Source: an optimization exercise on an open RTL-to-GDS flow (aim: small area). Production flows keep margins and buffers that such runs may drop. In this exercise RTL edits were held to simulation tests only and were not proved equivalent to the original. The flow treats the clock pin as an ideal source, which a real chip does not have. Power is estimated from default activity; no workload was simulated.

==> design.v <==
`default_nettype none
package boardPkg;
    localparam int BoardSize = 16;
    localparam int BoxSize = 10;
    localparam int BoxCount = BoardSize * BoardSize;
    localparam int PosWidth = 4;
    localparam int PixelWidth = 9;
    localparam int ColourWidth = 3;
    localparam logic [ColourWidth-1:0] ColourNone = 3'b000;
    localparam logic [ColourWidth-1:0] ColourRed = 3'b100;
    localparam logic [ColourWidth-1:0] ColourBlue = 3'b001;
    typedef union packed {
        logic [2*PosWidth-1:0] index;
        struct packed {
            logic [PosWidth-1:0] row;
            logic [PosWidth-1:0] column;
        } field;
    } boxAddress_t;
endpackage
`default_nettype wire
`default_nettype none
`timescale 1ns/100ps
module boardRenderer #(
    parameter int PixelCredits = 4
) (
    input  logic                                 clock,
    input  logic                                 reset,
    input  logic [boardPkg::PosWidth-1:0]        redX,
    input  logic [boardPkg::PosWidth-1:0]        redY,
    input  logic [boardPkg::PosWidth-1:0]        blueX,
    input  logic [boardPkg::PosWidth-1:0]        blueY,
    input  logic                                 pixelCredit,
    output logic                                 pixelValid,
    output logic [boardPkg::PixelWidth-1:0]      pixelX,
    output logic [boardPkg::PixelWidth-1:0]      pixelY,
    output logic [boardPkg::ColourWidth-1:0]     pixelColour,
    output logic                                 endOfFrame
);
    localparam int CreditWidth = $clog2(PixelCredits + 1);
    logic hold;
    logic [CreditWidth-1:0] owed;
    logic [3:0] boxColumn;
    logic [3:0] boxRow;
    logic [3:0] innerColumn;
    logic [3:0] innerRow;
    logic [3:0] rX, rY, bX, bY;
    logic emit;
    logic lastColumn;
    logic lastRow;
    logic redHere;
    logic blueHere;
    assign emit = !hold && (owed != CreditWidth'(PixelCredits));
    assign lastColumn = innerColumn[3] && innerColumn[0];
    assign lastRow = innerRow[3] && innerRow[0];
    always_ff @(posedge clock) begin
        if (reset) begin
            hold <= 1'b1;
        end else begin
            hold <= endOfFrame;
        end
    end
    always_ff @(posedge clock) begin
        if (reset) begin
            owed <= '0;
        end else begin
            owed <= owed + CreditWidth'(emit) - CreditWidth'(pixelCredit);
        end
    end
    always_ff @(posedge clock) begin
        if (reset) begin
            innerColumn <= '0;
            innerRow <= '0;
            boxColumn <= '0;
            boxRow <= '0;
        end else if (emit) begin
            if (lastColumn) begin
                innerColumn <= '0;
                if (lastRow) begin
                    innerRow <= '0;
                    boxColumn <= boxColumn + 1'b1;
                    if (&boxColumn) begin
                        boxRow <= boxRow + 1'b1;
                    end
                end else begin
                    innerRow <= innerRow + 1'b1;
                end
            end else begin
                innerColumn <= innerColumn + 1'b1;
            end
        end
    end
    always_ff @(posedge clock) begin
        if (hold) begin
            rX <= redX;
            rY <= redY;
            bX <= blueX;
            bY <= blueY;
        end
    end
    assign redHere = (boxColumn == rX) && (boxRow == rY);
    assign blueHere = (boxColumn == bX) && (boxRow == bY);
    assign pixelValid = emit;
    assign pixelX = {boxColumn, 3'b000} + {boxColumn, 1'b0} + {5'b0, innerColumn};
    assign pixelY = {boxRow, 3'b000} + {boxRow, 1'b0} + {5'b0, innerRow};
    assign pixelColour = {redHere && !blueHere, 1'b0, blueHere && !redHere};
    assign endOfFrame = emit && lastColumn && lastRow && (&boxColumn) && (&boxRow);
endmodule
`default_nettype wire
==> run.sh <==
#!/bin/bash
# synth_recipe.tcl (not shown) runs the flow's synth.tcl, then flattens the netlist and writes it again
# the make line also repeats each setting of config.mk as NAME=value (left out here)
make -C /OpenROAD-flow-scripts/flow DESIGN_CONFIG=/design/flow/config.mk WORK_HOME=/design/flow/orfs CLKGATE_MAP_FILE= SYNTH_SCRIPT=/design/flow/synth_recipe.tcl finish
==> config.mk <==
export PLATFORM = sky130hd
export DESIGN_NAME = boardRenderer
export DESIGN_NICKNAME = boardRenderer
export VERILOG_FILES = /design/flow/design.v
export SDC_FILE = /design/flow/constraint.sdc
export NUM_CORES = 4
export LEC_CHECK = 0
export CAP_MARGIN = 20
export CORE_MARGIN = 2
export CORE_UTILIZATION = 40
export SLEW_MARGIN = 20
==> constraint.sdc <==
create_clock -name core_clock -period 5.0 [get_ports {clock}]
set_input_delay 1.0000 -clock core_clock [delete_from_list [all_inputs] [get_ports {clock}]]
set_output_delay 1.0000 -clock core_clock [all_outputs]
set_load 0.01 [all_outputs]
==> key figures, run 1 <==
Status
  • Run status: finished clean

Timing
  • Final Critical Period: 3.98 ns
  • Max-slew violations: 0
  • Final Cycle Share: 79.5%
  • Final Skew: just over 0.005 ns
  • Final setup viols: 0
  • Slew HR: between 40% and 50%
  • Actual slew at the worst max-slew pin: 0.786 ns
  • Max Fclk: 0.252 GHz
  • Hold Violations, Final: 0
  • RSZ-0062 raised after global routing: false
  • Setup TNS: 0 ns

Detailed routing
  • Final wirelength: roughly 3.5 mm
  • Antenna-violating nets left: 0
  • Vias after detailed routing: 1431
  • Drt first pass iters: 4
  • Initial drt markers: 58
  • Detailed-route DRC error count: 0
  • Via density: between 4 and 5
  • WL per Instance: 11.5 um

Power
  • Final Power: 658 uW
  • Leak: 0.00112 uW
  • Pwr Density: around 250 mW/mm^2
  • Maximum vdd drop: 145 uV

Yosys
  • Post-synth ARST share: 0%
  • Yosys cell types: 36
  • Dominant register cell in the synthesized netlist: dfxtp_1
  • Synth area leader: edfxtp_1
  • Syn Std Cell Area: 0.00211 sq mm
  • Register area share after synthesis: 41.7%
  • Synth Area in XOR/XNOR: between 10% and 20%
  • Yosys Warn Count: 1
  • Area fraction in compound gates after synthesis: under 10%
  • Number of synthesized flops with an enable pin: 16
  • Top cells by area, synth: edfxtp_1, dfxtp_1, ha_1
  • Main combinational cell family by area after synthesis: adder cells
  • Post-Synth Simple-Gate Area: 13.5%
  • Mean cell area of the mapped netlist: 10.7 sq um
  • Post-Synth Adder-Cell Area: 16.6%
  • Mux share of post-synthesis cell area: less than 1%
  • FF+latch count, synth: 36
  • Synthesized instance count: 198
  • Yosys top cell area share: ~23%

Placed design
  • HPWL Detailed: ~2.7 mm
  • PortBufs: 38
  • RD Place Congestion: ~0.74

Finish
  • Final nets: 277
  • Area growth syn-to-layout: 23.5%
  • Fill cells: approximately 520
  • Number of diodes: 0
  • Layout cells sized above 1: 4.70%

Floorplanning
  • Num ports: 42
  • DIE WIDTH: ~77 um
  • Initial Util: 41.4%
  • Area of the core: just over 0.005 sq mm
  • Die Span Y: roughly 77 um
  • FP Rows: 26
  • Full die area: 0.00588 sq mm

Clock network
  • Postcts setup bufs: 0
  • # hold bufs at CTS: 0
  • TritonCTS buffer count: 5
  • CTS tree: yes
  • Htree depth: 2
  • Clk buf depth: 2
  • Clock sink count: 36
  • # resized after CTS: 0
  • Clock-pin slew on the worst setup and hold paths: approximately 0.070 ns
  • Clock Tree Root: clkbuf_8
  • Clk Latency, worst-skew pair: around 0.29 ns

Global routing
  • Largest net degree at the start of global routing: 21
  • Remaining global-route overflow: 0
  • Wire length of the first global-routing pass: between 6 and 7 mm
  • Antenna violations before repair: 0
  • GRT Util Overall: 13.0%
  • Vias in the first global route: 1393

Setup path
  • Crit path largest cell delay: 0.55 ns
  • Setup Crit Path Kind: reg2out
  • Crit path buf inv count: 3
  • CP arrival: 2.98 ns
  • Setup crit end kind: primary output
  • Critical Path RT: around 4 ns
  • Crit path from: boxRow[2]$_SDFFE_PP0P_
  • RR Startpoint: hold$_SDFF_PP1_
  • Critical path's top delay family: adder cells
  • Worst Path Max Fanout: 7
  • Critical path cell sequence: inv_1, fa_1, inv_1, fa_1, a21o_1, a21oi_1, xnor2_1, clkdlybuf4s50_1
  • Critical path's slowest cell: clkdlybuf4s50_1
  • CP Launch Type: register

Worst hold path
  • Min-delay src: innerColumn[1]$_SDFFE_PP0P_
  • Hold Crit Class: reg2reg

Run
  • Max Cap Viol: 0
[power breakdown]
| group | internal (uW) | switching, uW | leakage (uW) |
|---|---|---|---|
| clock network | 97.2 | 107 | 0.0000460 |
| registers | 329 | 22.5 | 0.000319 |
| logic | 59.0 | 43.4 | 0.000760 |
| total | 485 | 173 | 0.00112 |
[Yosys cell counts, types with 2 or more instances]
cell type / n
fa_1: 5
nor2b_1: 2
mux2i_1: 2
edfxtp_1: 16
dfxtp_1: 20
nor4_1: 3
buf_4: 5
nor3_1: 2
nand4_1: 2
nor4b_1: 2
xnor2_1: 22
clkbuf_1: 6
nand2_1: 7
nor2_1: 10
ha_1: 20
xor2_1: 9
and3_1: 2
a21o_1: 7
o21ai_0: 4
a21oi_1: 11
inv_1: 19
nand3_1: 8
[path summary, 6_finish.rpt]
kind                                               endpoint  slack [ns]  depth (start not counted)
worst max register to register           owed[2]$_SDFF_PP0_        2.58                          8
worst min register to register  innerColumn[1]$_SDFFE_PP0P_        0.51                          2
worst min-delay path            innerColumn[1]$_SDFFE_PP0P_        0.51                          2
worst max-delay path                              pixelY[6]        1.02                          8
[cells by family (layout without fill, tap and decap cells)]
family          count (synthesis)  after routing
simple gates                   46             46
flops                          36             36
xor+xnor                       31             31
buf+inv                        31             65
compound gates                 26             26
fa+ha+maj                      25             25
mux                             2              2
other cells                     1              3
[flip-flops by register name, indices dropped and copies added (netlist names)]
signal / flops
rY: 4
innerRow: 4
bX: 4
owed: 3
bY: 4
rX: 4
boxColumn: 4
boxRow: 4
innerColumn: 4
hold: 1
[stage by stage]
stage | hold slack [ns] | cells | util [%] | setup WS, ns | instance area (sq um)
6_report | 0.506 | 304 | 51.1 | 1.02 | 2610
5_1_grt | 0.544 | 304 | 51.1 | 0.841 | 2610
4_1_cts | 0.511 | 304 | 51.1 | 0.995 | 2610
3_5_place_dp | 0.500 | 296 | 49.4 | 1.33 | 2520
3_3_place_gp | 0.488 | 296 | 49.4 | 1.34 | 2520
2_1_floorplan | 0.461 | 200 | - | 1.80 | 2120
[tightest hold or removal path, stage by stage (launching register included)]
cell     delay (ns)
dfxtp_1        0.34
nand2_1        0.07
a21oi_1        0.05
[metal layers]
layer | part of all wire (%) | GRT usage [%] | routed length [um] | vias to the layer above
li1 | - | - | - | 735
met2 | 47 | 21.3 | 1630 | 31
met5 | 0 | 0 | 0 | -
met3 | 4.8 | 3.88 | 167 | 6
met4 | 1.0 | 3.82 | 36 | 0
met1 | 48 | 16.7 | 1660 | 659
[area by class of cell]
type / count / area, sq um / share of cell area [%]
multi-input combinational: 133 / 1100 / 42.3
sequential: 36 / 881 / 33.8
timing repair buffer: 38 / 380 / 14.6
tap: 70 / 87.6 / 3.36
inverter: 19 / 71.3 / 2.73
clock buffer: 5 / 68.8 / 2.64
clock inverter: 3 / 17.5 / 0.671
[cell usage in the layout (no fill, tap or decap), types with 2 or more instances in the layout]
cell              n
and3_1            2
edfxtp_1         16
conb_1            3
a21oi_1          11
nand4_1           2
nor4_1            3
o21ai_0           4
inv_1            19
a21o_1            7
nor3_1            2
clkbuf_8          5
mux2i_1           2
xnor2_1          22
nor2_1           10
clkdlybuf4s50_1  38
nand2_1           7
nor2b_1           2
nor4b_1           2
xor2_1            9
dfxtp_1          20
ha_1             20
nand3_1           8
fa_1              5
==> inputs of run 2 (changes only) <==
--- a/config.mk
+++ b/config.mk
@@ -6,4 +6,5 @@
 export NUM_CORES = 4
 export LEC_CHECK = 0
+export ABC_AREA = 1
 export CAP_MARGIN = 20
 export CORE_MARGIN = 2
==> run 2 against run 1 <==
Utilization decreased by 0.65 points; sequential share of layout area decreased by 1.6 points; non-clock buffer count unchanged; largest cell class unchanged.
==> key figures, run 2 <==
Yosys
  • Register area share after synthesis: 39.5% (was 41.7%)
  • Synthesized instance count: 247 (was 198)
  • Synth area leader: edfxtp_1 (unchanged)
  • Yosys cell types: 30 (was 36)
  • Mean cell area of the mapped netlist: 9.03 sq um (was 10.7 sq um)
  • FF+latch count, synth: 36 (unchanged)
  • Dominant register cell in the synthesized netlist: dfxtp_1 (unchanged)
  • Yosys Warn Count: 1 (unchanged)
  • Post-synth ARST share: 0% (unchanged)
  • Number of synthesized flops with an enable pin: 16 (unchanged)
  • Top cells by area, synth: edfxtp_1, dfxtp_1, ha_1 (unchanged)
  • Most frequent cells after synthesis: inv_1, nand2_1, nor2_1 (was xnor2_1, dfxtp_1, ha_1)
  • Yosys top cell area share: 21.5% (was 22.7%)
  • Syn Std Cell Area: 0.00223 sq mm (was 0.00211 sq mm)

Timing
  • Final setup viols: 0 (unchanged)
  • Max Fclk: 0.259 GHz (was 0.252 GHz)
  • RSZ-0062 raised after global routing: false (unchanged)
  • Hold slack: 0.500 ns (was 0.506 ns)
  • Actual slew at the worst max-slew pin: 0.733 ns (was 0.786 ns)
  • Slew HR: 51.1% (was 47.5%)
  • Max-slew violations: 0 (unchanged)
  • Final Cycle Share: 77.2% (was 79.5%)
  • Final Skew: 0.00404 ns (was 0.00511 ns)
  • Hold Violations, Final: 0 (unchanged)
  • Final Critical Period: 3.86 ns (was 3.98 ns)
  • Setup TNS: 0 ns (unchanged)

Finish
  • Number of diodes: 0 (unchanged)
  • Fill cells: 506 (was 522)
  • Most frequent cells in the layout: clkdlybuf4s50_1, inv_1, nand2_1 (was clkdlybuf4s50_1, xnor2_1, ha_1, dfxtp_1, inv_1)
  • Final nets: 327 (was 277)
  • Fin area: 0.00274 sq mm (was 0.00261 sq mm)
  • Layout cells sized above 1: 7.39% (was 4.70%)
  • Commonest non-fill, non-tap cell in the layout: clkdlybuf4s50_1 (unchanged)
  • Area growth syn-to-layout: 23.0% (was 23.5%)

Floorplanning
  • Die Span Y: 78.7 um (was 76.7 um)
  • FP Rows: 27 (was 26)
  • DIE WIDTH: 78.7 um (was 76.7 um)
  • Num ports: 42 (unchanged)
  • Full die area: 0.00619 sq mm (was 0.00588 sq mm)
  • Initial Util: 41.0% (was 41.4%)
  • Area of the core: 0.00544 sq mm (was 0.00511 sq mm)

Global routing
  • Vias in the first global route: 1577 (was 1393)
  • Wire length of the first global-routing pass: 6.78 mm (was 6.21 mm)
  • Antenna violations before repair: 0 (unchanged)
  • Remaining global-route overflow: 0 (unchanged)
  • Largest net degree at the start of global routing: 18 (was 21)
  • GRT Util Overall: 14.1% (was 13.0%)

Detailed routing
  • Via density: 4.54 (was 4.71)
  • Initial drt markers: 54 (was 58)
  • Final wirelength: 3.83 mm (was 3.50 mm)
  • WL per Instance: 10.8 um (was 11.5 um)
  • Detailed-route DRC error count: 0 (unchanged)
  • Vias after detailed routing: 1616 (was 1431)
  • Drt first pass iters: 4 (unchanged)
  • Antenna-violating nets left: 0 (unchanged)

Clock network
  • # hold bufs at CTS: 0 (unchanged)
  • # resized after CTS: 0 (unchanged)
  • Clock sink count: 36 (unchanged)
  • Postcts setup bufs: 0 (unchanged)
  • TritonCTS buffer count: 5 (unchanged)
  • Clk Latency, worst-skew pair: 0.29 ns (about the same)
  • CTS tree: yes (unchanged)
  • Clock-pin slew on the worst setup and hold paths: 0.07 ns (about the same)
  • Htree depth: 2 (unchanged)
  • Clk buf depth: 2 (unchanged)
  • Clock Tree Root: clkbuf_8 (unchanged)

Setup path
  • RR Startpoint: hold$_SDFF_PP1_ (unchanged)
  • CP most frequent cell: fa_1
  • Setup Crit Path Kind: reg2out (unchanged)
  • Crit path largest cell delay: 0.55 ns (about the same)
  • CP arrival: 2.86 ns (was 2.98 ns)
  • Worst reg2reg path endpoint: owed[2]$_SDFF_PP0_ (unchanged)
  • Worst Path Max Fanout: 7 (unchanged)
  • Critical Path RT: 4.00 ns (about the same)
  • R2R setup slack: 2.60 ns (was 2.58 ns)
  • Reg2Reg Depth: 8 (unchanged)
  • Setup crit end kind: primary output (unchanged)
  • Critical path's slowest cell: clkdlybuf4s50_1 (unchanged)
  • Critical path cell sequence: inv_1, fa_1, fa_1, o21ai_0, xor2_1, clkdlybuf4s50_1 (was inv_1, fa_1, inv_1, fa_1, a21o_1, a21oi_1, xnor2_1, clkdlybuf4s50_1)
  • CP Launch Type: register (unchanged)

Worst hold path
  • Hold Crit Class: reg2reg (unchanged)
  • Min-delay src: innerColumn[3]$_SDFFE_PP0P_ (was innerColumn[1]$_SDFFE_PP0P_)
  • Hold Crit Endpoint: innerColumn[3]$_SDFFE_PP0P_ (was innerColumn[1]$_SDFFE_PP0P_)
  • WHS Path Cells: 2 (unchanged)

Power
  • Leak: 0.00126 uW (was 0.00112 uW)
  • Pwr Density: 257 mW/mm^2 (was 252 mW/mm^2)
  • Maximum vdd drop: 149 uV (was 145 uV)

Status
  • Run status: finished clean (unchanged)

Placed design
  • HPWL Detailed: 3.01 mm (was 2.68 mm)
  • Dpl cell area: 0.00263 sq mm (was 0.00252 sq mm)
  • PortBufs: 38 (unchanged)
  • RD Place Congestion: 0.741 (was 0.743)

Run
  • Max Cap Viol: 0 (unchanged)
## run 2: where the power goes
group          internal, uW  switching, uW  leakage, uW
clock network           147            105    0.0000541
registers               329           18.4     0.000319
logic                  53.4           51.8     0.000886
## run 2: cell type report
cell class / instances / area [sq um] / area share [%]
tap: 72 / 90.1 / 3.28
timing repair buffer: 38 / 380 / 13.9
multi-input combinational: 167 / 1150 / 41.8
sequential: 36 / 881 / 32.1
inverter: 35 / 133 / 4.84
clock inverter: 3 / 42.5 / 1.55
clock buffer: 5 / 68.8 / 2.51
## run 2: per-layer routing
layer | vias up | GRT usage (%) | routed length (um)
li1 | 852 | - | -
met1 | 713 | 17.7 | 1770
met2 | 43 | 22.5 | 1750
met3 | 8 | 3.10 | 183
met4 | 0 | 7.72 | 119
met5 | - | 0 | 0
## run 2: stage by stage
stage                     util [%]  setup slack [ns]  power [uW]  instances
after global placement        48.4              1.48         458        348
after global routing          50.4             0.949         747        356
after CTS                     50.4              1.08         717        356
after detailed placement      48.4              1.43         461        348
final                         50.4              1.14         704        356
after floorplan                  -              2.03         427        249
## run 2: worst max-delay path, delay by kind of cell (launching register included)
family	cells	cell delay, ns
AOI/OAI and AO/OA	1	0.23
DFF	1	0.47
adders and majority gates	2	1.00
buffers and inverters	2	0.68
xor gates and xnor gates	1	0.18
## run 2: cell families (layout without fill, tap and decap cells)
kind of cell	Yosys count	count (layout)	share of synthesized area (%)
simple gates	95	95	20.7
buf+inv	46	81	9.37
flops	36	36	39.5
xor+xnor	26	26	10.2
fa+ha+maj	25	25	15.7
compound gates	18	18	4.38
other cells	1	3	0.168
## run 2: worst max-delay path by stage
stage	cells after the start	slack [ns]	endpoint	start
4_1_cts	6	1.08	pixelX[6]	boxColumn[0]$_SDFFE_PP0P_
2_1_floorplan	5	2.03	pixelX[6]	boxColumn[0]$_SDFFE_PP0P_
3_3_place_gp	6	1.48	pixelX[6]	boxColumn[0]$_SDFFE_PP0P_
5_1_grt	8	0.95	pixelY[6]	boxRow[0]$_SDFFE_PP0P_
3_5_place_dp	6	1.43	pixelX[6]	boxColumn[0]$_SDFFE_PP0P_
6_report	6	1.14	pixelX[6]	boxColumn[0]$_SDFFE_PP0P_
==> inputs of run 3 (changes only) <==
--- a/config.mk
+++ b/config.mk
@@ -10,3 +10,5 @@
 export CORE_MARGIN = 2
 export CORE_UTILIZATION = 40
+export CTS_BUF_LIST = sky130_fd_sc_hd__clkbuf_2 sky130_fd_sc_hd__clkbuf_4
+export CTS_CLUSTER_SIZE = 40
 export SLEW_MARGIN = 20
==> run 3 against run 2 <==
Combinational power about the same; die area unchanged; area after synthesis unchanged; sequential cell count is the same; wire length hardly changed; sequential share of layout area is 0.37 points higher; power down 6.6%; clock-buffer cell count stayed put; synthesized cell count stayed put; register-to-register slack got worse by 0.02 ns; fmax decreased by 1.6%.
==> key figures, run 3 <==
Detailed routing
  • Initial drt markers: 46 (was 54)
  • Detailed-route DRC error count: 0 (unchanged)
  • WL per Instance: 10.8 um (about the same)
  • Drt first pass iters: 4 (unchanged)
  • Via density: 4.53 (was 4.54)
  • Antenna-violating nets left: 0 (unchanged)
  • Vias after detailed routing: 1611 (was 1616)
  • Final wirelength: 3.83 mm (about the same)

Clock network
  • # hold bufs at CTS: 0 (unchanged)
  • CTS tree: yes (unchanged)
  • Clock sink count: 36 (unchanged)
  • Clock-pin slew on the worst setup and hold paths: 0.11 ns (was 0.07 ns)
  • Clock Tree Root: clkbuf_4 (was clkbuf_8)
  • # resized after CTS: 0 (unchanged)
  • Postcts setup bufs: 0 (unchanged)
  • Clk Latency, worst-skew pair: 0.34 ns (was 0.29 ns)
  • TritonCTS buffer count: 5 (unchanged)
  • Htree depth: 2 (unchanged)
  • Clk buf depth: 2 (unchanged)

Timing
  • Actual slew at the worst max-slew pin: 0.737 ns (was 0.733 ns)
  • Max Fclk: 0.255 GHz (was 0.259 GHz)
  • Hold slack: 0.505 ns (was 0.500 ns)
  • Final Cycle Share: 78.4% (was 77.2%)
  • Setup TNS: 0 ns (unchanged)
  • Final Critical Period: 3.92 ns (was 3.86 ns)
  • Post-route setup slack: 1.08 ns (was 1.14 ns)
  • Final setup viols: 0 (unchanged)
  • Max-slew violations: 0 (unchanged)
  • Final Skew: 0.00827 ns (was 0.00404 ns)
  • Slew HR: 50.8% (was 51.1%)
  • RSZ-0062 raised after global routing: false (unchanged)
  • Hold Violations, Final: 0 (unchanged)

Finish
  • Number of diodes: 0 (unchanged)
  • Layout cells sized above 1: 7.39% (unchanged)
  • Most frequent cells in the layout: clkdlybuf4s50_1, inv_1, nand2_1 (unchanged)
  • Final nets: 327 (unchanged)
  • Commonest non-fill, non-tap cell in the layout: clkdlybuf4s50_1 (unchanged)
  • Area growth syn-to-layout: 21.6% (was 23.0%)

Floorplanning
  • Initial Util: 41.0% (unchanged)
  • DIE WIDTH: 78.7 um (unchanged)
  • Die Span Y: 78.7 um (unchanged)
  • Area of the core: 0.00544 sq mm (unchanged)
  • FP Rows: 27 (unchanged)
  • Num ports: 42 (unchanged)
  • Full die area: 0.00619 sq mm (unchanged)

Global routing
  • GRT Util Overall: 13.8% (was 14.1%)
  • M1 GR Usage: 17.6% (was 17.7%)
  • Wire length of the first global-routing pass: 6.73 mm (was 6.78 mm)
  • Antenna violations before repair: 0 (unchanged)
  • Largest net degree at the start of global routing: 18 (unchanged)
  • Remaining global-route overflow: 0 (unchanged)
  • Vias in the first global route: 1573 (was 1577)
  • Met2 usage: 22.5% (unchanged)
  • Met3 usage: 3.10% (unchanged)
  • GRT busiest layer: met2 (unchanged)

Worst hold path
  • Hold Crit Class: reg2reg (unchanged)
  • Min-delay src: innerColumn[3]$_SDFFE_PP0P_ (unchanged)

Setup path
  • Setup Crit Path Kind: reg2out (unchanged)
  • Critical Path RT: 4.00 ns (about the same)
  • Crit path largest cell delay: 0.55 ns (about the same)
  • Worst Path Max Fanout: 7 (unchanged)
  • Setup crit end kind: primary output (unchanged)
  • RR Startpoint: hold$_SDFF_PP1_ (unchanged)
  • Crit path buf inv count: 2 (unchanged)
  • CP Launch Type: register (unchanged)
  • Critical path cell sequence: inv_1, fa_1, fa_1, o21ai_0, xor2_1, clkdlybuf4s50_1 (unchanged)
  • CP arrival: 2.92 ns (was 2.86 ns)
  • CP most frequent cell: fa_1 (unchanged)
  • Critical path's top delay family: adder cells (unchanged)
  • Crit path from: boxColumn[0]$_SDFFE_PP0P_ (unchanged)
  • Critical path's slowest cell: clkdlybuf4s50_1 (unchanged)

Yosys
  • Yosys top cell area share: 21.5% (unchanged)
  • Yosys Warn Count: 1 (unchanged)
  • Mean cell area of the mapped netlist: 9.03 sq um (unchanged)
  • Synthesized instance count: 247 (unchanged)
  • FF+latch count, synth: 36 (unchanged)
  • Dominant register cell in the synthesized netlist: dfxtp_1 (unchanged)
  • Synth area leader: edfxtp_1 (unchanged)
  • Syn Std Cell Area: 0.00223 sq mm (unchanged)
  • Top cells by area, synth: edfxtp_1, dfxtp_1, ha_1 (unchanged)
  • Post-synth ARST share: 0% (unchanged)
  • Number of synthesized flops with an enable pin: 16 (unchanged)
  • Most frequent cells after synthesis: inv_1, nand2_1, nor2_1 (unchanged)
  • Yosys cell types: 30 (unchanged)
  • Register area share after synthesis: 39.5% (unchanged)

Placed design
  • PortBufs: 38 (unchanged)
  • RD Place Congestion: 0.741 (unchanged)
  • Place WS: 1.43 ns (unchanged)
  • HPWL Detailed: 3.01 mm (unchanged)

Power
  • Pwr Density: 243 mW/mm^2 (was 257 mW/mm^2)
  • Maximum vdd drop: 138 uV (was 149 uV)
  • Leak: 0.00125 uW (was 0.00126 uW)

Run
  • Max Cap Viol: 0 (unchanged)

Status
  • Run status: finished clean (unchanged)
-- run 3: logic make-up (layout without fill, tap and decap cells) --
group	count (synthesis)	count (layout)	synth area share, %
other	1	3	0.168
AO/OA/AOI/OAI	18	18	4.38
XOR/XNOR	26	26	10.2
buffers and inverters	46	81	9.37
flip-flops	36	36	39.5
AND/OR/NAND/NOR	95	95	20.7
adder cells (fa/ha/maj)	25	25	15.7
-- run 3: worst min-delay path, stage by stage, from the launching register on --
cell	delay (ns)
dfxtp_1	0.32
inv_1	0.08
a21oi_1	0.07
-- run 3: final timing paths --
| path | to | slack [ns] | cells past startpoint |
|---|---|---|---|
| setup / recovery | pixelX[6] | 1.08 | 6 |
| hold / removal | innerColumn[3]$_SDFFE_PP0P_ | 0.51 | 2 |
| setup reg to reg | owed[2]$_SDFF_PP0_ | 2.58 | 8 |
| hold reg to reg | innerColumn[3]$_SDFFE_PP0P_ | 0.51 | 2 |
-- run 3: routing by layer --
layer | vias up | wire length (um) | part of all wire, %
li1 | 852 | - | -
met1 | 712 | 1830 | 48
met2 | 39 | 1740 | 45
met3 | 8 | 175 | 4.6
met4 | 0 | 89 | 2.3
met5 | - | 0 | 0
-- run 3: cell type report --
class / count / area (sq um)
Inverter: 35 / 133
Timing Repair Buffer: 38 / 380
Fill cell: 502 / 2730
Clock inverter: 3 / 42.5
Sequential cell: 36 / 881
Tap cell: 72 / 90.1
Clock buffer: 5 / 37.5
Multi-Input combinational cell: 167 / 1150
-- run 3: power by group --
part / leakage [uW] / total, uW / internal [uW] / switching (uW)
clock network: 0.0000412 / 205 / 104 / 101
logic: 0.000886 / 105 / 53.4 / 51.9
registers: 0.000319 / 347 / 329 / 18.4
-- run 3: per-stage QoR --
| step | instances | util [%] | cell area (sq um) | power [uW] |
|---|---|---|---|---|
| after floorplan | 249 | - | 2240 | 427 |
| after global placement | 348 | 48.4 | 2630 | 458 |
| after detailed placement | 348 | 48.4 | 2630 | 461 |
| after CTS | 356 | 49.9 | 2710 | 666 |
| after global routing | 356 | 49.9 | 2710 | 697 |
| final | 356 | 49.9 | 2710 | 658 |
==> inputs of run 4 (changes only) <==
==> flow/run.sh (new file) <==
#!/bin/bash
# Standard synthesis, then an area-driven re-mapping of its combinational logic (registers kept as
# they are), then the standard layout with single-strength port buffers.
set -euo pipefail
W=$PWD
RES=$W/orfs/results/$FLOW_PLATFORM/boardRenderer/base
YOSYS=$(command -v yosys || true)
[[ -n "$YOSYS" ]] || YOSYS=$FLOW_HOME/../tools/install/yosys/bin/yosys

bash standard.sh synth > $W/synth.log 2>&1

cp $RES/1_2_yosys.v $W/1_2_yosys.standard.v
IN=$W/1_2_yosys.standard.v OUT=$W/1_2_yosys.remapped.v SCRIPT=$W/flow/remap.abc \
  $YOSYS -c $W/flow/remap.tcl > $W/remap.log 2>&1
cp $W/1_2_yosys.remapped.v $RES/1_2_yosys.v
rm -f $RES/1_synth.odb $RES/1_synth.sdc

bash standard.sh 'BUFFER_PORTS_ARGS=-buffer_cell sky130_fd_sc_hd__buf_1' finish > $W/layout.log 2>&1
==> flow/remap.abc (new file) <==
strash
&get -n
&deepsyn -T 20
&put
strash
dch -f
amap -F 20 -A 40
topo
==> flow/remap.tcl (new file) <==
# Re-map the combinational cells of the standard synthesis for area; every register keeps its
# instance name and cell.
yosys -import
set lib $::env(FLOW_HOME)/platforms/sky130hd/lib/sky130_fd_sc_hd__tt_025C_1v80.lib
read_liberty -ignore_miss_func $lib
foreach m [list dfxtp_1 dfxtp_2 dfxtp_4 edfxtp_1 edfxbp_1 dfrtp_1 dfrtp_2 dfrtp_4 dfstp_1 dfstp_2 dfstp_4 dfxbp_1 dfxbp_2 dfbbp_1 dfrbp_1 dfrbp_2 dfsbp_1 dfsbp_2 dfbbn_1 dfbbn_2 dfrtn_1 sdfxtp_1 conb_1] {
  catch { setattr -mod -set blackbox 1 sky130_fd_sc_hd__$m }
}
read_verilog $::env(IN)
hierarchy -top boardRenderer
flatten
opt_clean -purge
set du {}
foreach c {probe_p_8 probec_p_8 lpflow_bleeder_1 lpflow_clkbufkapwr_1 lpflow_clkbufkapwr_16 lpflow_clkbufkapwr_2 lpflow_clkbufkapwr_4 lpflow_clkbufkapwr_8 lpflow_clkinvkapwr_1 lpflow_clkinvkapwr_16 lpflow_clkinvkapwr_2 lpflow_clkinvkapwr_4 lpflow_clkinvkapwr_8 lpflow_inputiso0n_1 lpflow_inputiso0p_1 lpflow_inputiso1n_1 lpflow_inputiso1p_1 lpflow_inputisolatch_1 lpflow_isobufsrc_1 lpflow_isobufsrc_16 lpflow_isobufsrc_2 lpflow_isobufsrc_4 lpflow_isobufsrc_8 lpflow_isobufsrckapwr_16 lpflow_lsbuf_lh_isowell_4 lpflow_lsbuf_lh_hl_isowell_tap_1 lpflow_lsbuf_lh_hl_isowell_tap_2 lpflow_lsbuf_lh_hl_isowell_tap_4 lpflow_lsbuf_lh_isowell_tap_1 lpflow_lsbuf_lh_isowell_tap_2 lpflow_lsbuf_lh_isowell_tap_4} {
  lappend du -dont_use sky130_fd_sc_hd__$c
}
abc -liberty $lib {*}$du -script $::env(SCRIPT)
opt_clean -purge
hilomap -singleton -hicell sky130_fd_sc_hd__conb_1 HI -locell sky130_fd_sc_hd__conb_1 LO
splitnets
opt_clean -purge
stat -liberty $lib
write_verilog -noattr -nohex -nodec $::env(OUT)
==> standard.sh (new file) <==
#!/bin/bash
# synth_recipe.tcl (not shown) runs the flow's synth.tcl, then flattens the netlist and writes it again
# the make line also repeats each setting of config.mk as NAME=value (left out here)
make -C /OpenROAD-flow-scripts/flow DESIGN_CONFIG=/design/flow/config.mk WORK_HOME=/design/flow/orfs CLKGATE_MAP_FILE= SYNTH_SCRIPT=/design/flow/synth_recipe.tcl "${@:-finish}"
--- a/config.mk
+++ b/config.mk
@@ -6,5 +6,4 @@
 export NUM_CORES = 4
 export LEC_CHECK = 0
-export ABC_AREA = 1
 export CAP_MARGIN = 20
 export CORE_MARGIN = 2
removed: run.sh
==> run 4 against run 3 <==
Still clean on timing, DRC and antenna; combinational power is 59% lower; global-route usage is 2.0 points higher; cell count is 16% lower; critical path depth is 5 higher; synthesized cell count is 19% lower; largest cell class is now flip-flops and latches; highest routed layer unchanged.
==> key figures, run 4 <==
Floorplanning
  • Area of the core: 0.00400 sq mm (was 0.00544 sq mm)
  • DIE WIDTH: 68.6 um (was 78.7 um)
  • Full die area: 0.00471 sq mm (was 0.00619 sq mm)
  • Initial Util: 41.8% (was 41.0%)
  • Num ports: 42 (unchanged)
  • Die Span Y: 68.6 um (was 78.7 um)
  • FP Rows: 23 (was 27)

Finish
  • Commonest non-fill, non-tap cell in the layout: nor2_1 (was clkdlybuf4s50_1)
  • Final nets: 266 (was 327)
  • Fill cells: 401 (was 502)
  • Area growth syn-to-layout: 16.1% (was 21.6%)
  • Most frequent cells in the layout: nor2_1, buf_1, nand2_1 (was clkdlybuf4s50_1, inv_1, nand2_1)
  • FF+latch area: 881 sq um (unchanged)
  • Layout cells sized above 1: 2.82% (was 7.39%)
  • Multi-input gate area: 734 sq um (was 0.00115 sq mm)
  • Number of diodes: 0 (unchanged)

Timing
  • Final Cycle Share: 82.7% (was 78.4%)
  • Final setup viols: 0 (unchanged)
  • Setup TNS: 0 ns (unchanged)
  • Final Critical Period: 4.14 ns (was 3.92 ns)
  • Actual slew at the worst max-slew pin: 0.714 ns (was 0.737 ns)
  • Max-slew violations: 0 (unchanged)
  • Post-route setup slack: 0.865 ns (was 1.08 ns)
  • Max Fclk: 0.242 GHz (was 0.255 GHz)
  • Slew HR: 52.4% (was 50.8%)
  • Hold Violations, Final: 0 (unchanged)
  • Final Skew: 0.00764 ns (was 0.00827 ns)
  • RSZ-0062 raised after global routing: false (unchanged)
  • Hold slack: 0.476 ns (was 0.505 ns)

Global routing
  • Remaining global-route overflow: 0 (unchanged)
  • Met2 usage: 25.4% (was 22.5%)
  • Antenna violations before repair: 0 (unchanged)
  • GRT busiest layer: met2 (unchanged)
  • Vias in the first global route: 1238 (was 1573)
  • M1 GR Usage: 20.0% (was 17.6%)
  • Met3 usage: 5.03% (was 3.10%)
  • GRT Util Overall: 15.8% (was 13.8%)
  • Wire length of the first global-routing pass: 5.43 mm (was 6.73 mm)
  • Largest net degree at the start of global routing: 18 (unchanged)

Detailed routing
  • Antenna-violating nets left: 0 (unchanged)
  • Via density: 4.84 (was 4.53)
  • Initial drt markers: 55 (was 46)
  • Vias after detailed routing: 1442 (was 1611)
  • Detailed-route DRC error count: 0 (unchanged)
  • Drt first pass iters: 4 (unchanged)
  • Final wirelength: 3.28 mm (was 3.83 mm)
  • WL per Instance: 11.0 um (was 10.8 um)

Power
  • Pwr Density: 273 mW/mm^2 (was 243 mW/mm^2)
  • Comb pwr share: 8.0% (was 16.0%)
  • Sw frac: 23.6% (was 26.0%)
  • NetSw: 125 uW (was 171 uW)
  • P_int: 404 uW (was 486 uW)
  • Leak: 0.000631 uW (was 0.00125 uW)
  • Clock power share: 29.3% (was 31.2%)
  • Seq pwr share: 62.6% (was 52.8%)
  • Maximum vdd drop: 170 uV (was 138 uV)

Worst hold path
  • Hold Crit Class: reg2reg (unchanged)
  • Min-delay src: innerColumn[1]$_SDFFE_PP0P_ (was innerColumn[3]$_SDFFE_PP0P_)
  • WHS Path Cells: 2 (unchanged)
  • Hold Crit Endpoint: innerColumn[1]$_SDFFE_PP0P_ (was innerColumn[3]$_SDFFE_PP0P_)

Yosys
  • Yosys Warn Count: 1 (unchanged)
  • Mean cell area of the mapped netlist: 8.36 sq um (was 9.03 sq um)
  • Syn Std Cell Area: 0.00167 sq mm (was 0.00223 sq mm)
  • Synthesized instance count: 200 (was 247)

Status
  • Run status: finished clean (unchanged)

Clock network
  • Clk buf depth: 2 (unchanged)
  • Clock Tree Root: clkbuf_4 (unchanged)
  • Clock sink count: 36 (unchanged)
  • Postcts setup bufs: 0 (unchanged)
  • # resized after CTS: 0 (unchanged)
  • CTS tree: yes (unchanged)
  • Clock-pin slew on the worst setup and hold paths: 0.11 ns (about the same)
  • TritonCTS buffer count: 5 (unchanged)
  • Clk Latency, worst-skew pair: 0.33 ns (was 0.34 ns)
  • # hold bufs at CTS: 0 (unchanged)
  • Htree depth: 2 (unchanged)

Setup path
  • RR Startpoint: hold$_SDFF_PP1_ (unchanged)
  • CP Launch Type: register (unchanged)
  • CP arrival: 3.14 ns (was 2.92 ns)
  • R2R setup slack: 2.03 ns (was 2.58 ns)
  • Critical Path RT: 4.00 ns (about the same)
  • Setup crit end kind: primary output (unchanged)
  • Worst reg2reg path endpoint: boxRow[3]$_SDFFE_PP0P_ (was owed[2]$_SDFF_PP0_)
  • Worst Path Max Fanout: 17 (was 7)
  • Setup Crit Path Kind: reg2out (unchanged)
  • Reg2Reg Depth: 12 (was 8)

Run
  • Max Cap Viol: 0 (unchanged)

Placed design
  • Place WS: 1.23 ns (was 1.43 ns)
  • RD Place Congestion: 0.762 (was 0.741)
  • PortBufs: 38 (unchanged)
  • HPWL Detailed: 2.52 mm (was 3.01 mm)
[run 4: metal layers]
metal  up-vias  share of wire (%)
met5         -                  0
met4         0                1.1
met3         4                5.6
met2        38                 47
met1       590                 46
li1        810                  -
[run 4: final cells by class]
class,instances,area share [%]
Clock buffer,7,2.71
Multi-Input combinational cell,149,37.8
Clock inverter,1,0.193
Tap cell,50,3.22
Timing Repair Buffer,38,7.35
Inverter,17,3.29
Sequential cell,36,45.4
[run 4: through the flow]
| step | util [%] | cell area, sq um | total power, uW | std cells |
|---|---|---|---|---|
| after floorplan | - | 1680 | 366 | 202 |
| after global placement | 47.1 | 1880 | 380 | 290 |
| after detailed placement | 47.1 | 1880 | 381 | 290 |
| after CTS | 48.5 | 1940 | 534 | 298 |
| after global routing | 48.5 | 1940 | 555 | 298 |
| final | 48.5 | 1940 | 529 | 298 |
[run 4: power groups by stage]
stage | combinational (uW) | sequential, uW | clock [uW]
floorplan | 28.5 | 337 | 0
global placement | 42.0 | 338 | 0
detailed placement | 42.5 | 339 | 0
CTS | 42.7 | 332 | 160
global route | 50.0 | 334 | 171
finish | 42.6 | 332 | 155
[run 4: worst max-delay path by stage]
stage,start,end,slack [ns],cells after the start
final,hold$_SDFF_PP1_,endOfFrame,0.86,11
after global routing,hold$_SDFF_PP1_,endOfFrame,0.34,11
after CTS,hold$_SDFF_PP1_,endOfFrame,0.82,11
after detailed placement,hold$_SDFF_PP1_,endOfFrame,1.23,11
after global placement,hold$_SDFF_PP1_,endOfFrame,1.27,11
after floorplan,hold$_SDFF_PP1_,endOfFrame,1.51,10
[run 4: worst max-delay path, stage by stage (launching register included)]
cell and delay [ns]:
dfxtp_1 0.53, a31oi_1 0.45, and3_1 0.27, nand2_1 0.10
nor2_1 0.28, nand2_1 0.14, nor2_1 0.18, clkinv_1 0.10
nor2_1 0.21, nand2_1 0.13, nor3_1 0.23, buf_1 0.18
==> inputs of run 5 (changes only) <==
--- a/flow/run.sh
+++ b/flow/run.sh
@@ -16,3 +16,3 @@
 rm -f $RES/1_synth.odb $RES/1_synth.sdc
 
-bash standard.sh 'BUFFER_PORTS_ARGS=-buffer_cell sky130_fd_sc_hd__buf_1' finish > $W/layout.log 2>&1
+bash standard.sh 'BUFFER_PORTS_ARGS=-buffer_cell sky130_fd_sc_hd__buf_1' 'CTS_ARGS=-repair_clock_nets -buf_list sky130_fd_sc_hd__clkbuf_8 -root_buf sky130_fd_sc_hd__clkbuf_8 -dont_use_dummy_load' finish > $W/layout.log 2>&1
==> run 5 against run 4 <==
Still clean on timing, DRC and antenna; clock power increased by 15%; sequential share of layout area decreased by 0.29 points; cell area grew 0.64%; setup slack improved by 0.058 ns; global-route usage down 0.069 points; clock-buffer cell count fell by 2.
==> key figures, run 5 <==
Status
  • Run status: finished clean (unchanged)

Yosys
  • Mean cell area of the mapped netlist: 8.36 sq um (unchanged)
  • Yosys Warn Count: 1 (unchanged)
  • Syn Std Cell Area: 0.00167 sq mm (unchanged)
  • Synthesized instance count: 200 (unchanged)

Setup path
  • CP arrival: 3.08 ns (was 3.14 ns)
  • Worst Path Max Fanout: 17 (unchanged)
  • Critical Path RT: 4.00 ns (about the same)
  • Crit path largest cell delay: 0.52 ns (was 0.53 ns)
  • Critical path's top delay family: simple AND/OR/NAND/NOR gates (unchanged)
  • CP Launch Type: register (unchanged)
  • Setup crit end kind: primary output (unchanged)
  • Setup Crit Path Kind: reg2out (unchanged)
  • Critical path's slowest cell: dfxtp_1 (unchanged)
  • Critical path cell sequence: a31oi_1, and3_1, nand2_1, nor2_1, nand2_1, nor2_1, clkinv_1, nor2_1, nand2_1, nor3_1, buf_1 (unchanged)
  • Crit path buf inv count: 2 (unchanged)

Power
  • Leak: 0.000633 uW (was 0.000631 uW)
  • Maximum vdd drop: 187 uV (was 170 uV)
  • Pwr Density: 283 mW/mm^2 (was 273 mW/mm^2)

Placed design
  • RD Place Congestion: 0.762 (unchanged)
  • PortBufs: 38 (unchanged)
  • Place WS: 1.23 ns (unchanged)
  • HPWL Detailed: 2.52 mm (unchanged)

Clock network
  • Clock Tree Root: clkbuf_8 (was clkbuf_4)
  • TritonCTS buffer count: 5 (unchanged)
  • Clk Latency, worst-skew pair: 0.28 ns (was 0.33 ns)
  • CTS tree: yes (unchanged)
  • Postcts setup bufs: 0 (unchanged)
  • # hold bufs at CTS: 0 (unchanged)
  • Clock-pin slew on the worst setup and hold paths: 0.06 ns (was 0.11 ns)
  • Htree depth: 2 (unchanged)
  • Clk buf depth: 2 (unchanged)
  • Clock sink count: 36 (unchanged)
  • # resized after CTS: 0 (unchanged)

Detailed routing
  • Antenna-violating nets left: 0 (unchanged)
  • Final wirelength: 3.30 mm (was 3.28 mm)
  • WL per Instance: 11.2 um (was 11.0 um)
  • Drt first pass iters: 4 (unchanged)
  • Initial drt markers: 84 (was 55)
  • Via density: 4.91 (was 4.84)
  • Vias after detailed routing: 1448 (was 1442)
  • Detailed-route DRC error count: 0 (unchanged)

Timing
  • Max Fclk: 0.245 GHz (was 0.242 GHz)
  • Hold Violations, Final: 0 (unchanged)
  • Setup TNS: 0 ns (unchanged)
  • RSZ-0062 raised after global routing: false (unchanged)
  • Final Cycle Share: 81.6% (was 82.7%)
  • Actual slew at the worst max-slew pin: 0.710 ns (was 0.714 ns)
  • Hold slack: 0.469 ns (was 0.476 ns)
  • Final Skew: 0.00649 ns (was 0.00764 ns)
  • Final setup viols: 0 (unchanged)
  • Max-slew violations: 0 (unchanged)
  • Slew HR: 52.6% (was 52.4%)
  • Final Critical Period: 4.08 ns (was 4.14 ns)
  • Post-route setup slack: 0.922 ns (was 0.865 ns)

Floorplanning
  • Area of the core: 0.00400 sq mm (unchanged)
  • DIE WIDTH: 68.6 um (unchanged)
  • Initial Util: 41.8% (unchanged)
  • Full die area: 0.00471 sq mm (unchanged)
  • FP Rows: 23 (unchanged)
  • Die Span Y: 68.6 um (unchanged)
  • Num ports: 42 (unchanged)

Global routing
  • Wire length of the first global-routing pass: 5.48 mm (was 5.43 mm)
  • Largest net degree at the start of global routing: 18 (unchanged)
  • Antenna violations before repair: 0 (unchanged)
  • GRT Util Overall: 15.7% (was 15.8%)
  • Remaining global-route overflow: 0 (unchanged)
  • Vias in the first global route: 1242 (was 1238)

Finish
  • Final nets: 266 (unchanged)
  • Number of diodes: 0 (unchanged)
  • Most frequent cells in the layout: nor2_1, buf_1, nand2_1 (unchanged)
  • Area growth syn-to-layout: 16.8% (was 16.1%)
  • Layout cells sized above 1: 2.04% (was 2.82%)
  • Commonest non-fill, non-tap cell in the layout: nor2_1 (unchanged)

Worst hold path
  • Hold Crit Class: reg2reg (unchanged)

Run
  • Max Cap Viol: 0 (unchanged)
run 5: area by class of cell:
type	instances	area [sq um]
multi-input combinational	149	734
clock buffer	5	68.8
fill	397	2050
inverter	17	63.8
timing repair buffer	38	143
sequential	36	881
tap	50	62.6
run 5: tightest hold or removal path, cell delays in order, from the launching register on:
cell,delay (ns)
dfxtp_1,0.30
clkinv_1,0.07
a21oi_1,0.06
run 5: final timing paths:
path | end | from | slack [ns] | depth (start not counted)
worst max-delay path | endOfFrame | hold$_SDFF_PP1_ | 0.92 | 11
worst min-delay path | innerColumn[1]$_SDFFE_PP0P_ | innerColumn[1]$_SDFFE_PP0P_ | 0.47 | 2
worst max register to register | boxRow[3]$_SDFFE_PP0P_ | hold$_SDFF_PP1_ | 2.02 | 12
worst min register to register | innerColumn[1]$_SDFFE_PP0P_ | innerColumn[1]$_SDFFE_PP0P_ | 0.47 | 2
run 5: through the flow:
step	std cells	area [sq um]	total power (uW)	utilization, %
after floorplan	202	1680	366	-
after global placement	290	1880	380	47.1
after detailed placement	290	1880	381	47.1
after CTS	295	1950	557	48.8
after global routing	295	1950	579	48.8
final	295	1950	553	48.8
run 5: routing by layer:
metal,GRT usage (%),vias up,wire length [um],share of wire (%)
li1,-,808,-,-
met1,20.7,594,1520,46
met2,25.4,39,1560,47
met3,3.57,7,165,5.0
met4,5.50,0,50,1.5
met5,0,-,0,0
run 5: power by group:
group	switching, uW	leakage, uW	total [uW]	internal (uW)
Combinational	25.6	0.000278	42.6	17.0
Clock	89.2	0.0000359	179	89.7
Sequential	9.39	0.000319	332	323
==> inputs of run 6 (changes only) <==
--- a/flow/run.sh
+++ b/flow/run.sh
@@ -16,3 +16,3 @@
 rm -f $RES/1_synth.odb $RES/1_synth.sdc
 
-bash standard.sh 'BUFFER_PORTS_ARGS=-buffer_cell sky130_fd_sc_hd__buf_1' 'CTS_ARGS=-repair_clock_nets -buf_list sky130_fd_sc_hd__clkbuf_8 -root_buf sky130_fd_sc_hd__clkbuf_8 -dont_use_dummy_load' finish > $W/layout.log 2>&1
+bash standard.sh 'BUFFER_PORTS_ARGS=-buffer_cell sky130_fd_sc_hd__buf_1' 'CTS_ARGS=-sink_clustering_enable -repair_clock_nets -sink_clustering_size 50 -sink_clustering_max_diameter 500 -buf_list sky130_fd_sc_hd__clkbuf_8 -root_buf sky130_fd_sc_hd__clkbuf_8 -dont_use_dummy_load' finish > $W/layout.log 2>&1
==> run 6 against run 5 <==
Largest power group unchanged; critical endpoint unchanged; critical path type unchanged; via count is the same; still clean; combinational power about the same; clock power about the same; sequential cell count is the same.
==> key figures, run 6 <==
Status
  • Run status: finished clean (unchanged)

Timing
  • Hold slack: 0.469 ns (unchanged)
  • Max Fclk: 0.245 GHz (unchanged)
  • Actual slew at the worst max-slew pin: 0.710 ns (unchanged)
  • Hold Violations, Final: 0 (unchanged)
  • Post-route setup slack: 0.922 ns (unchanged)
  • Final Skew: 0.00649 ns (unchanged)
  • Final setup viols: 0 (unchanged)
  • Final Critical Period: 4.08 ns (unchanged)
  • Slew HR: 52.6% (unchanged)
  • RSZ-0062 raised after global routing: false (unchanged)
  • Final Cycle Share: 81.6% (unchanged)
  • Max-slew violations: 0 (unchanged)
  • Setup TNS: 0 ns (unchanged)

Finish
  • Number of diodes: 0 (unchanged)
  • Final core utilization: 48.8% (unchanged)
  • FF+latch area: 881 sq um (unchanged)
  • Final nets: 266 (unchanged)
  • Multi-input gate area: 734 sq um (unchanged)
  • Fill cells: 397 (unchanged)
  • Commonest non-fill, non-tap cell in the layout: nor2_1 (unchanged)
  • Most frequent cells in the layout: nor2_1, buf_1, nand2_1 (unchanged)
  • Area growth syn-to-layout: 16.8% (unchanged)
  • Layout cells sized above 1: 2.04% (unchanged)
  • Fin area: 0.00195 sq mm (unchanged)

Floorplanning
  • DIE WIDTH: 68.6 um (unchanged)
  • Area of the core: 0.00400 sq mm (unchanged)
  • Full die area: 0.00471 sq mm (unchanged)
  • FP Rows: 23 (unchanged)
  • Initial Util: 41.8% (unchanged)
  • Die Span Y: 68.6 um (unchanged)
  • Num ports: 42 (unchanged)

Placed design
  • HPWL Detailed: 2.52 mm (unchanged)
  • Place WS: 1.23 ns (unchanged)
  • RD Place Congestion: 0.762 (unchanged)
  • PortBufs: 38 (unchanged)
  • Dpl cell area: 0.00188 sq mm (unchanged)

Detailed routing
  • WL per Instance: 11.2 um (unchanged)
  • Final wirelength: 3.30 mm (unchanged)
  • Detailed-route DRC error count: 0 (unchanged)
  • Antenna-violating nets left: 0 (unchanged)
  • Drt first pass iters: 4 (unchanged)
  • Initial drt markers: 84 (unchanged)
  • Vias after detailed routing: 1448 (unchanged)
  • Via density: 4.91 (unchanged)

Yosys
  • Yosys Warn Count: 1 (unchanged)
  • Mean cell area of the mapped netlist: 8.36 sq um (unchanged)
  • Syn Std Cell Area: 0.00167 sq mm (unchanged)
  • Synthesized instance count: 200 (unchanged)

Run
  • Max Cap Viol: 0 (unchanged)

Setup path
  • Setup crit end kind: primary output (unchanged)
  • CP arrival: 3.08 ns (about the same)
  • Critical Path RT: 4.00 ns (about the same)
  • Worst Path Max Fanout: 17 (unchanged)
  • CP Launch Type: register (unchanged)
  • Setup Crit Path Kind: reg2out (unchanged)

Clock network
  • Clock Tree Root: clkbuf_8 (unchanged)
  • Htree depth: 2 (unchanged)
  • # hold bufs at CTS: 0 (unchanged)
  • Clock-pin slew on the worst setup and hold paths: 0.06 ns (about the same)
  • TritonCTS buffer count: 5 (unchanged)
  • CTS tree: yes (unchanged)
  • # resized after CTS: 0 (unchanged)
  • Clock sink count: 36 (unchanged)
  • Clk Latency, worst-skew pair: 0.28 ns (about the same)
  • Postcts setup bufs: 0 (unchanged)
  • Clk buf depth: 2 (unchanged)

Power
  • Leak: 0.000633 uW (unchanged)
  • Maximum vdd drop: 187 uV (unchanged)
  • Pwr Density: 283 mW/mm^2 (unchanged)

Global routing
  • Vias in the first global route: 1242 (unchanged)
  • Remaining global-route overflow: 0 (unchanged)
  • Largest net degree at the start of global routing: 18 (unchanged)
  • Antenna violations before repair: 0 (unchanged)
  • GRT Util Overall: 15.7% (unchanged)
  • Wire length of the first global-routing pass: 5.48 mm (unchanged)

Worst hold path
  • Hold Crit Class: reg2reg (unchanged)
==> run 6: metal layers <==
metal  wire (um)  up-vias  part of all wire, %  global-route usage [%]
met5           0        -                    0                       0
met4          50        0                  1.5                    5.50
met3         165        7                  5.0                    3.57
met2        1560       39                   47                    25.4
met1        1520      594                   46                    20.7
li1            -      808                    -                       -
==> run 6: final timing paths <==
kind | start | endpoint | slack [ns] | cells past startpoint
hold reg to reg | innerColumn[1]$_SDFFE_PP0P_ | innerColumn[1]$_SDFFE_PP0P_ | 0.47 | 2
setup reg to reg | hold$_SDFF_PP1_ | boxRow[3]$_SDFFE_PP0P_ | 2.02 | 12
setup / recovery | hold$_SDFF_PP1_ | endOfFrame | 0.92 | 11
hold / removal | innerColumn[1]$_SDFFE_PP0P_ | innerColumn[1]$_SDFFE_PP0P_ | 0.47 | 2
==> run 6: per-stage QoR <==
step           cells  total power (uW)
2_1_floorplan    202               366
3_3_place_gp     290               380
3_5_place_dp     290               381
4_1_cts          295               557
5_1_grt          295               579
6_report         295               553
==> run 6: where the power goes <==
part / switching [uW] / leakage (uW) / internal [uW]
sequential: 9.39 / 0.000319 / 323
combinational: 25.6 / 0.000278 / 17.0
clock: 89.2 / 0.0000359 / 89.7
==> run 6: cell type report <==
cell class | count | area share, %
inverters | 17 | 3.27
flip-flops and latches | 36 | 45.1
clock buffers | 5 | 3.52
repair buffers | 38 | 7.30
multi-input cells | 149 | 37.6
well taps | 50 | 3.20
==> run 6: critical path, cell delays in order, from the launching register on <==
cell	delay (ns)
dfxtp_1	0.52
a31oi_1	0.45
and3_1	0.27
nand2_1	0.10
nor2_1	0.28
nand2_1	0.14
nor2_1	0.18
clkinv_1	0.10
nor2_1	0.21
nand2_1	0.13
nor3_1	0.23
buf_1	0.18
==> inputs of run 7 (changes only) <==
==> flow/run.sh (replaced) <==
#!/bin/bash
# Standard synthesis, then an area-driven re-mapping of its combinational logic (registers kept as
# they are), then the standard layout with single-strength port buffers and a clock tree of one
# buffer. Each tool's output goes to a log of its own in this folder.
set -euo pipefail
W=$PWD
RES=$W/orfs/results/$FLOW_PLATFORM/boardRenderer/base
YOSYS=$(command -v yosys || true)
[[ -n "$YOSYS" ]] || YOSYS=$FLOW_HOME/../tools/install/yosys/bin/yosys
KNOBS=('BUFFER_PORTS_ARGS=-buffer_cell sky130_fd_sc_hd__buf_1')
CLKBUF=${CLKBUF:-sky130_fd_sc_hd__clkbuf_16}

bash standard.sh synth > $W/synth.log 2>&1

cp $RES/1_2_yosys.v $W/1_2_yosys.standard.v
IN=$W/1_2_yosys.standard.v OUT=$W/1_2_yosys.remapped.v SCRIPT=$W/flow/remap.abc \
  $YOSYS -c $W/flow/remap.tcl > $W/remap.log 2>&1
cp $W/1_2_yosys.remapped.v $RES/1_2_yosys.v
rm -f $RES/1_synth.odb $RES/1_synth.sdc

bash standard.sh "${KNOBS[@]}" place > $W/place.log 2>&1
bash standard.sh "${KNOBS[@]}" run RUN_SCRIPT=$W/flow/cts_one.tcl RUN_LOG_NAME_STEM=4_1_cts \
  ONE_CLOCK_BUFFER=$CLKBUF CLOCK_PORT_NAME=clock > $W/cts.log 2>&1
bash standard.sh "${KNOBS[@]}" finish > $W/layout.log 2>&1
==> flow/cts_one.tcl (new file) <==
# Clock tree of one buffer: the clock port drives a single clock buffer placed at the centre of
# the registers, which drives every register's clock pin. Then the same repair and legalisation
# as ORFS's cts.tcl.
utl::set_metrics_stage "cts__{}"
source $::env(SCRIPTS_DIR)/load.tcl
erase_non_stage_variables cts
load_design 3_place.odb 3_place.sdc

set_dont_use $::env(DONT_USE_CELLS)

set block [ord::get_db_block]
set clk_net [$block findNet $::env(CLOCK_PORT_NAME)]
set sx 0
set sy 0
set n 0
foreach iterm [$clk_net getITerms] {
  set box [[$iterm getInst] getBBox]
  set sx [expr { $sx + ([$box xMin] + [$box xMax]) / 2 }]
  set sy [expr { $sy + ([$box yMin] + [$box yMax]) / 2 }]
  incr n
}
set dbu [$block getDbUnitsPerMicron]
set cx [expr { double($sx) / $n / $dbu }]
set cy [expr { double($sy) / $n / $dbu }]
puts "clock sinks: $n, centre ($cx, $cy)"
insert_buffer -buffer_cell $::env(ONE_CLOCK_BUFFER) -net $::env(CLOCK_PORT_NAME) \
  -location [list $cx $cy] -buffer_name clkbuf_root -net_name clknet_root
[$block findNet clknet_root] setSigType CLOCK
$clk_net setSigType CLOCK

set_propagated_clock [all_clocks]
log_cmd estimate_parasitics -placement

set_placement_padding -global \
  -left $::env(CELL_PAD_IN_SITES_DETAIL_PLACEMENT) \
  -right $::env(CELL_PAD_IN_SITES_DETAIL_PLACEMENT)
detailed_placement
log_cmd estimate_parasitics -placement

repair_timing_helper
detailed_placement
check_placement -verbose

report_clock_min_period
report_check_types -max_slew -max_capacitance -violators
report_tns
report_worst_slack -min

orfs_write_db $::env(RESULTS_DIR)/4_1_cts.odb
orfs_write_sdc $::env(RESULTS_DIR)/4_cts.sdc
--- a/config.mk
+++ b/config.mk
@@ -9,5 +9,3 @@
 export CORE_MARGIN = 2
 export CORE_UTILIZATION = 40
-export CTS_BUF_LIST = sky130_fd_sc_hd__clkbuf_2 sky130_fd_sc_hd__clkbuf_4
-export CTS_CLUSTER_SIZE = 40
 export SLEW_MARGIN = 20
==> run 7 against run 6 <==
The run now fails in clock tree synthesis; synthesized cell count unchanged; area after synthesis unchanged.
==> key figures, run 7 <==
Placed design
  • Dpl cell area: 0.00188 sq mm (unchanged)
  • Placed insts: 290 (unchanged)
  • RD Place Congestion: 0.762 (unchanged)
  • HPWL Detailed: 2.52 mm (unchanged)
  • PortBufs: 38 (unchanged)

Floorplanning
  • Num ports: 42 (unchanged)
  • FP Rows: 23 (unchanged)
  • DIE WIDTH: 68.6 um (unchanged)
  • Initial Util: 41.8% (unchanged)
  • Die Span Y: 68.6 um (unchanged)

Yosys
  • Yosys Warn Count: 1 (unchanged)
  • Mean cell area of the mapped netlist: 8.36 sq um (unchanged)
  • Synthesized instance count: 200 (unchanged)
  • Syn Std Cell Area: 0.00167 sq mm (unchanged)

Status
  • Failing step: clock tree synthesis
  • Run status: aborted with a tool error (was finished clean)
  • Error msg: Error: cts_one.tcl, 28 invalid command name "NULL"
## run 7: how the worst max path moves through the flow
stage / startpoint / endpoint / slack [ns]
floorplan: hold$_SDFF_PP1_ / endOfFrame / 1.51
global placement: hold$_SDFF_PP1_ / endOfFrame / 1.27
detailed placement: hold$_SDFF_PP1_ / endOfFrame / 1.23
## run 7: metrics by stage
step / hold slack (ns) / utilization [%] / worst slack [ns]
floorplan: 0.443 / - / 1.51
global placement: 0.459 / 47.1 / 1.27
detailed placement: 0.465 / 47.1 / 1.23
## run 7: power by group through the flow
stage | Combinational [uW] | Sequential [uW] | Clock [uW]
after floorplan | 28.5 | 337 | 0
after global placement | 42.0 | 338 | 0
after detailed placement | 42.5 | 339 | 0
==> inputs of run 8 (changes only) <==
--- a/flow/run.sh
+++ b/flow/run.sh
@@ -9,5 +9,5 @@
 [[ -n "$YOSYS" ]] || YOSYS=$FLOW_HOME/../tools/install/yosys/bin/yosys
 KNOBS=('BUFFER_PORTS_ARGS=-buffer_cell sky130_fd_sc_hd__buf_1')
-CLKBUF=${CLKBUF:-sky130_fd_sc_hd__clkbuf_16}
+CLKBUF=${CLKBUF:-sky130_fd_sc_hd__clkbuf_8}
 
 bash standard.sh synth > $W/synth.log 2>&1
==> run 8 against run 7 <==
The run again fails in clock tree synthesis; area after synthesis unchanged; synthesized cell count unchanged.
==> key figures, run 8 <==
Status
  • Run status: aborted with a tool error (unchanged)
  • Error msg: Error: cts_one.tcl, 28 invalid command name "NULL" (unchanged)
  • Failing step: clock tree synthesis (unchanged)

Floorplanning
  • FP Rows: 23 (unchanged)
  • Die Span Y: 68.6 um (unchanged)
  • Initial Util: 41.8% (unchanged)
  • DIE WIDTH: 68.6 um (unchanged)
  • Num ports: 42 (unchanged)

Placed design
  • RD Place Congestion: 0.762 (unchanged)
  • PortBufs: 38 (unchanged)
  • Place WS: 1.23 ns (unchanged)
  • HPWL Detailed: 2.52 mm (unchanged)
  • Dpl cell area: 0.00188 sq mm (unchanged)

Yosys
  • Synthesized instance count: 200 (unchanged)
  • Yosys Warn Count: 1 (unchanged)
  • Syn Std Cell Area: 0.00167 sq mm (unchanged)
  • Mean cell area of the mapped netlist: 8.36 sq um (unchanged)
[run 8: how the worst min path moves through the flow]
stage                                  endpoint  slack [ns]  depth (start not counted)
global placement    innerColumn[1]$_SDFFE_PP0P_        0.46                          2
detailed placement  innerColumn[1]$_SDFFE_PP0P_        0.46                          2
floorplan           innerColumn[1]$_SDFFE_PP0P_        0.44                          2
[run 8: through the flow]
stage	std cells	hold slack (ns)	total power [uW]
after detailed placement	290	0.465	381
after global placement	290	0.459	380
after floorplan	202	0.443	366
[run 8: power groups by stage]
stage                     Combinational, uW  Sequential, uW  Clock, uW
after floorplan                        28.5             337          0
after global placement                 42.0             338          0
after detailed placement               42.5             339          0
==> inputs of run 9 (changes only) <==
--- a/flow/cts_one.tcl
+++ b/flow/cts_one.tcl
@@ -26,5 +26,16 @@
 insert_buffer -buffer_cell $::env(ONE_CLOCK_BUFFER) -net $::env(CLOCK_PORT_NAME) \
   -location [list $cx $cy] -buffer_name clkbuf_root -net_name clknet_root
-[$block findNet clknet_root] setSigType CLOCK
+set root_iterms [$clk_net getITerms]
+if { [llength $root_iterms] != 1 } {
+  error "the clock port still drives [llength $root_iterms] cell pins"
+}
+set root [[lindex $root_iterms 0] getInst]
+foreach iterm [$root getITerms] {
+  set net [$iterm getNet]
+  if { $net ne "NULL" && [$iterm isOutputSignal] } {
+    $net setSigType CLOCK
+    puts "clock buffer [$root getName] drives [llength [$net getITerms]] pins"
+  }
+}
 $clk_net setSigType CLOCK
 
==> run 9 against run 8 <==
The run again fails in clock tree synthesis; area after synthesis stayed put; synthesized cell count unchanged.
==> key figures, run 9 <==
Yosys
  • Syn Std Cell Area: 0.00167 sq mm (unchanged)
  • Yosys Warn Count: 1 (unchanged)
  • Mean cell area of the mapped netlist: 8.36 sq um (unchanged)
  • Synthesized instance count: 200 (unchanged)

Placed design
  • PortBufs: 38 (unchanged)
  • Placed insts: 290 (unchanged)
  • Dpl cell area: 0.00188 sq mm (unchanged)
  • HPWL Detailed: 2.52 mm (unchanged)
  • Place WS: 1.23 ns (unchanged)
  • RD Place Congestion: 0.762 (unchanged)

Floorplanning
  • Num ports: 42 (unchanged)
  • Initial Util: 41.8% (unchanged)
  • FP Rows: 23 (unchanged)
  • DIE WIDTH: 68.6 um (unchanged)
  • Die Span Y: 68.6 um (unchanged)

Status
  • Run status: aborted with a tool error (unchanged)
  • Error msg: Error: cts_one.tcl, 31 the clock port still drives 37 cell pins (was Error: cts_one.tcl, 28 invalid command name "NULL")
  • Failing step: clock tree synthesis (unchanged)
## run 9: how the worst min path moves through the flow
stage	to	slack, ns	cells after the start
floorplan	innerColumn[1]$_SDFFE_PP0P_	0.44	2
global placement	innerColumn[1]$_SDFFE_PP0P_	0.46	2
detailed placement	innerColumn[1]$_SDFFE_PP0P_	0.46	2
## run 9: power by group through the flow
stage	Sequential, uW	Clock (uW)	Combinational [uW]
2_1_floorplan	337	0	28.5
3_5_place_dp	339	0	42.5
3_3_place_gp	338	0	42.0
## run 9: stage by stage
stage                     total power (uW)  utilization (%)
after detailed placement               381             47.1
after global placement                 380             47.1
after floorplan                        366                -

## afterwards: timing with drivers on the ports
In the flow no input, the clock included, has a driving cell. The finished layouts below were timed again as built, in two steps. Step 1 sets driving cells, clkbuf_16 on the clock port and buf_2 on the other inputs (assumed; they add their load-dependent delay and slew). Step 2 adds t to the input delays and takes it off the output delays; t is the mean of the earliest and latest rising clock arrival at the registers after step 1. Input paths then give back, and output paths get back, about the clock's delay inside the block. Three values: ideal, step 1, step 2; two values: the first two.
run | shift t [ns] | setup slack, ns | worst setup path after step 2 | clock arrival spread, ns
run 1 | 0.308 | 1.025 / 1.000 / 1.309 | register to output | 0.006 / 0.005
run 2 | 0.313 | 1.139 / 1.112 / 1.425 | register to output | 0.004 / 0.004
run 3 | 0.360 | 1.078 / 1.052 / 1.412 | register to output | 0.008 / 0.008
run 4 | 0.349 | 0.865 / 0.842 / 1.191 | register to output | 0.008 / 0.008
run 5 | 0.299 | 0.922 / 0.896 / 1.196 | register to output | 0.006 / 0.007
run 6 | 0.299 | 0.922 / 0.896 / 1.196 | register to output | 0.006 / 0.007
After both steps every run listed still meets setup and hold.
